What follows belongs to an exercise in optimizing a design on an open flow for small area and a short achievable clock period; a production flow would make more cautious choices. Only simulation tests tie the RTL to the original design; equivalence was not proved.

== build 3 ==
## groove_sample_scheduler
module groove_sample_scheduler #(
    parameter int DEPTH = 4
) (
    input  logic        clk,
    input  logic        reset,
    input  logic        sync_start,
    input  logic [31:0] sig_time,
    input  logic        dir,
    input  logic [31:0] afll_ltr,
    input  logic [31:0] afll_rtl,
    input  logic        pos_valid,
    output logic        pos_ready,
    input  logic [15:0] pos_in,
    output logic        fire,
    output logic [31:0] fire_time,
    output logic        missed,
    output logic        busy
);
For scale: about 1400 cells after synthesis, ~190 flip-flops, roughly 14000 sq um of cells after synthesis.
==> flow/config.mk <==
export PLATFORM = sky130hd
export DESIGN_NAME = groove_sample_scheduler
export DESIGN_NICKNAME = groove_sample_scheduler
export VERILOG_FILES = /design/flow/design.v
export SDC_FILE = /design/flow/constraint.sdc
export NUM_CORES = 4
export LEC_CHECK = 0
export ABC_AREA = 1
export CAP_MARGIN = 20
export CORE_MARGIN = 2
export CORE_UTILIZATION = 40
export PLACE_DENSITY = 0.8
export SETUP_SLACK_MARGIN = 4.8
export SLEW_MARGIN = 20
export TNS_END_PERCENT = 10
==> flow/constraint.sdc <==
create_clock -name core_clock -period 9.0 [get_ports {clk}]
set_input_delay 1.8000 -clock core_clock [delete_from_list [all_inputs] [get_ports {clk}]]
set_output_delay 1.8000 -clock core_clock [all_outputs]
set_load 0.01 [all_outputs]
standard.sh (not shown) runs the stock make flow with config.mk's settings and CLKGATE_MAP_FILE= SYNTH_SCRIPT=/design/flow/synth_recipe.tcl, a recipe that flattens the netlist after the stock synthesis.
==> flow/flow/run.sh <==
#!/bin/bash
# The standard layout (the standard.sh: ORFS synthesis, floorplan, power grid,
# placement, CTS and routing) with two changes:
#  - synthesis skips the generic ABC pass that Yosys's synth runs before the adder
#    extraction (SYNTH_ARGS=-noabc), so the full adders are extracted from the RTL's own
#    adder tree without inverters between them; the liberty-mapped ABC pass still runs,
#    and the registers are the same as the standard synthesis's;
#  - the port buffers are inserted as buf_1 cells rather than the larger cell the
#    resizer picks by default; timing repair still resizes them as needed.
set -euo pipefail
export SYNTH_ARGS="-noabc"
export BUFFER_PORTS_ARGS="-buffer_cell sky130_fd_sc_hd__buf_1"
bash standard.sh > standard.log 2>&1
Having completed the whole flow, build 3 delivered a layout that passed the timing, design-rule and antenna checks.
Setup changes, build 3 to trial 13
# build 3
export LEC_CHECK = 0
export ABC_AREA = 1
export CAP_MARGIN = 20
export CORE_MARGIN = 2
export CORE_UTILIZATION = 40
export PLACE_DENSITY = 0.8
export SETUP_SLACK_MARGIN = 4.8
export SLEW_MARGIN = 20
export TNS_END_PERCENT = 10
create_clock -name core_clock -period 9.0 [get_ports {clk}]
# trial 13
export LEC_CHECK = 0
export ABC_AREA = 1
export CAP_MARGIN = 20
export CORE_MARGIN = 2
export CORE_UTILIZATION = 40
export PLACE_DENSITY = 0.9
export SETUP_SLACK_MARGIN = 4.8
export SLEW_MARGIN = 20
export TNS_END_PERCENT = 10
create_clock -name core_clock -period 9.0 [get_ports {clk}]
Findings:
- Trial 13 completed end to end with timing, DRC and antenna clean.
- Build 3 → trial 13: all-layer global routing usage increased by 0.61 points relative to the old numbers.
- [compare] base=build 3 new=trial 13: via count of the routed design went up by about 4%, cell count of the worst hold path has remained practically unchanged, area taken by flip-flops and latches stayed essentially flat.
- The sequential share of layout area of trial 13 and that of build 3 are within noise of each other.
- Minimum period implied by the final worst setup slack on trial 13 is behind build 3.
- The lower number of clock-tree buffers in the layout of trial 13 and build 3 is in trial 13.
- Relative area change from synthesis to final layout ends up lower on build 3.

---

Another version of the RTL of groove_sample_scheduler (not shown whole).
Size: ~1400 cells after synthesis, roughly 190 flip-flops, roughly 150 I/O pins.
// groove_sample_scheduler
module groove_sample_scheduler #(
    parameter int DEPTH = 4
) (
    input  logic        clk,
    input  logic        reset,
    input  logic        sync_start,
    input  logic [31:0] sig_time,
    input  logic        dir,
    input  logic [31:0] afll_ltr,
    input  logic [31:0] afll_rtl,
    input  logic        pos_valid,
    output logic        pos_ready,
    input  logic [15:0] pos_in,
    output logic        fire,
    output logic [31:0] fire_time,
    output logic        missed,
    output logic        busy
);
export LEC_CHECK = 0
export ABC_AREA = 1
export CAP_MARGIN = 20
export CORE_MARGIN = 2
export CORE_UTILIZATION = 40
export PLACE_DENSITY = 0.8
export SETUP_SLACK_MARGIN = 4.8
export SLEW_MARGIN = 20
export TNS_END_PERCENT = 0
create_clock -name core_clock -period 9.0 [get_ports {clk}]
Scripts as last shown in full above: flow/flow/run.sh
The baseline completed with no timing, DRC or antenna violations.
Next try:
- TNS_END_PERCENT: 0 -> 100
After rerunning: The changed run completed without violations. Critical path depth does not change. Via count climbs slightly. Die area stays the same. Final cell count came out higher slightly. Global-route usage is higher by 0.15 points. Count of clock-buffer cells in the layout is unchanged. Final area went up slightly. First-iteration DRC count is lower by about a fifth. Worst setup slack degrades by 7.0 ps.

---

run A:
groove_sample_scheduler, a different RTL version from the one above (not shown whole).
Size in the first run: about 1100 cells after synthesis, about 150 I/O pins, ~14000 sq um of cells after synthesis.
Settings: LEC_CHECK=0, CAP_MARGIN=20, CORE_MARGIN=2, CORE_UTILIZATION=40, CTS_BUF_LIST=sky130_fd_sc_hd__clkbuf_8, SETUP_SLACK_MARGIN=5, SLEW_MARGIN=20, TNS_END_PERCENT=100; clock period 9.0 ns.
Scripts as last shown in full above: flow/flow/run.sh
Run A completed; timing, DRC and antenna clean
The inputs of run B differ from those of run A as listed below.
--- a/flow/config.mk
+++ b/flow/config.mk
@@ -7,0 +8 @@
+export ABC_AREA = 1
@@ -11 +11,0 @@
-export CTS_BUF_LIST = sky130_fd_sc_hd__clkbuf_8
### Flow results
Simple logic cell fraction of the synthesized area was higher in run B than in run A.
The run showing the greater final worst hold slack is run B.
Compared with run A, run B shows a number of placement rows that is 2.9% higher.
From run A to run B the numbers moved as follows: wire length increased by 21% relative to the old numbers, via count of the first global-routing pass increased by 22% relative to the old numbers.
Sort run A and run B by fraction of standard cell area that is sequential desc -> top: run A
Inputs modified between run B and run C:
--- a/flow/config.mk
+++ b/flow/config.mk
@@ -8 +7,0 @@
-export ABC_AREA = 1
==> notes.md <==
- Summary of run C over run B: post-CTS setup buffer count has decreased; number of standard cells after synthesis has decreased.
- Delta (run C minus run B): utilization after layout decreased 0.99 points; proportion of cell area spent on the clock network increased 0.30 points.
- Total routing usage reported by global routing: run C lower than run B
- Count of standard-cell rows: run C vs run B down 2
- Compared with run B, in run C mapped cell area decreased about 6%; count of cells along the worst hold path lower; number of design-rule violations left by the first detailed-router iteration fell by about 40%; weighted congestion reported at the end of routability-driven placement went down.

## what the ideal ports hide
The results above use ideal ports. As a check the final layouts listed here were re-extracted and re-timed, cells and wires unchanged. Step 1: set_driving_cell puts a clkbuf_16 on clk and a buf_2 on each other input, an assumption about the parent block. Step 2, shift: input delay + t, output delay - t, t = (earliest + latest rising clock arrival at the registers) / 2. This alone moves slack from input paths to output paths. Three values: no drivers, after step 1, after step 2; two values: the first two.
run	t (ns)	slack for setup (ns)	worst setup path after step 2	slew at the worst register clock pin (ns)	cell pins on the clock port's net
build 3	0.502	4.841 / 4.803 / 4.471	input to register	0.09 / 0.09	1
trial 13	0.500	4.744 / 4.744 / 4.639	input to register	0.10 / 0.10	1
the first run of note 2	0.492	4.662 / 4.662 / 4.662	register to register	0.08 / 0.08	1
the second run of note 2	0.494	4.655 / 4.655 / 4.655	register to register	0.09 / 0.09	1
run A	0.552	4.140 / 4.140 / 4.140	register to register	0.12 / 0.12	1
run B	0.520	4.727 / 4.727 / 4.727	register to register	0.09 / 0.09	1
run C	0.504	4.187 / 4.187 / 4.187	register to register	0.09 / 0.09	1
After both steps setup and hold are still met in every run listed. For build 3, which loses most, drivers alone change the setup slack by -0.038 ns; drivers and shift together by -0.370 ns.
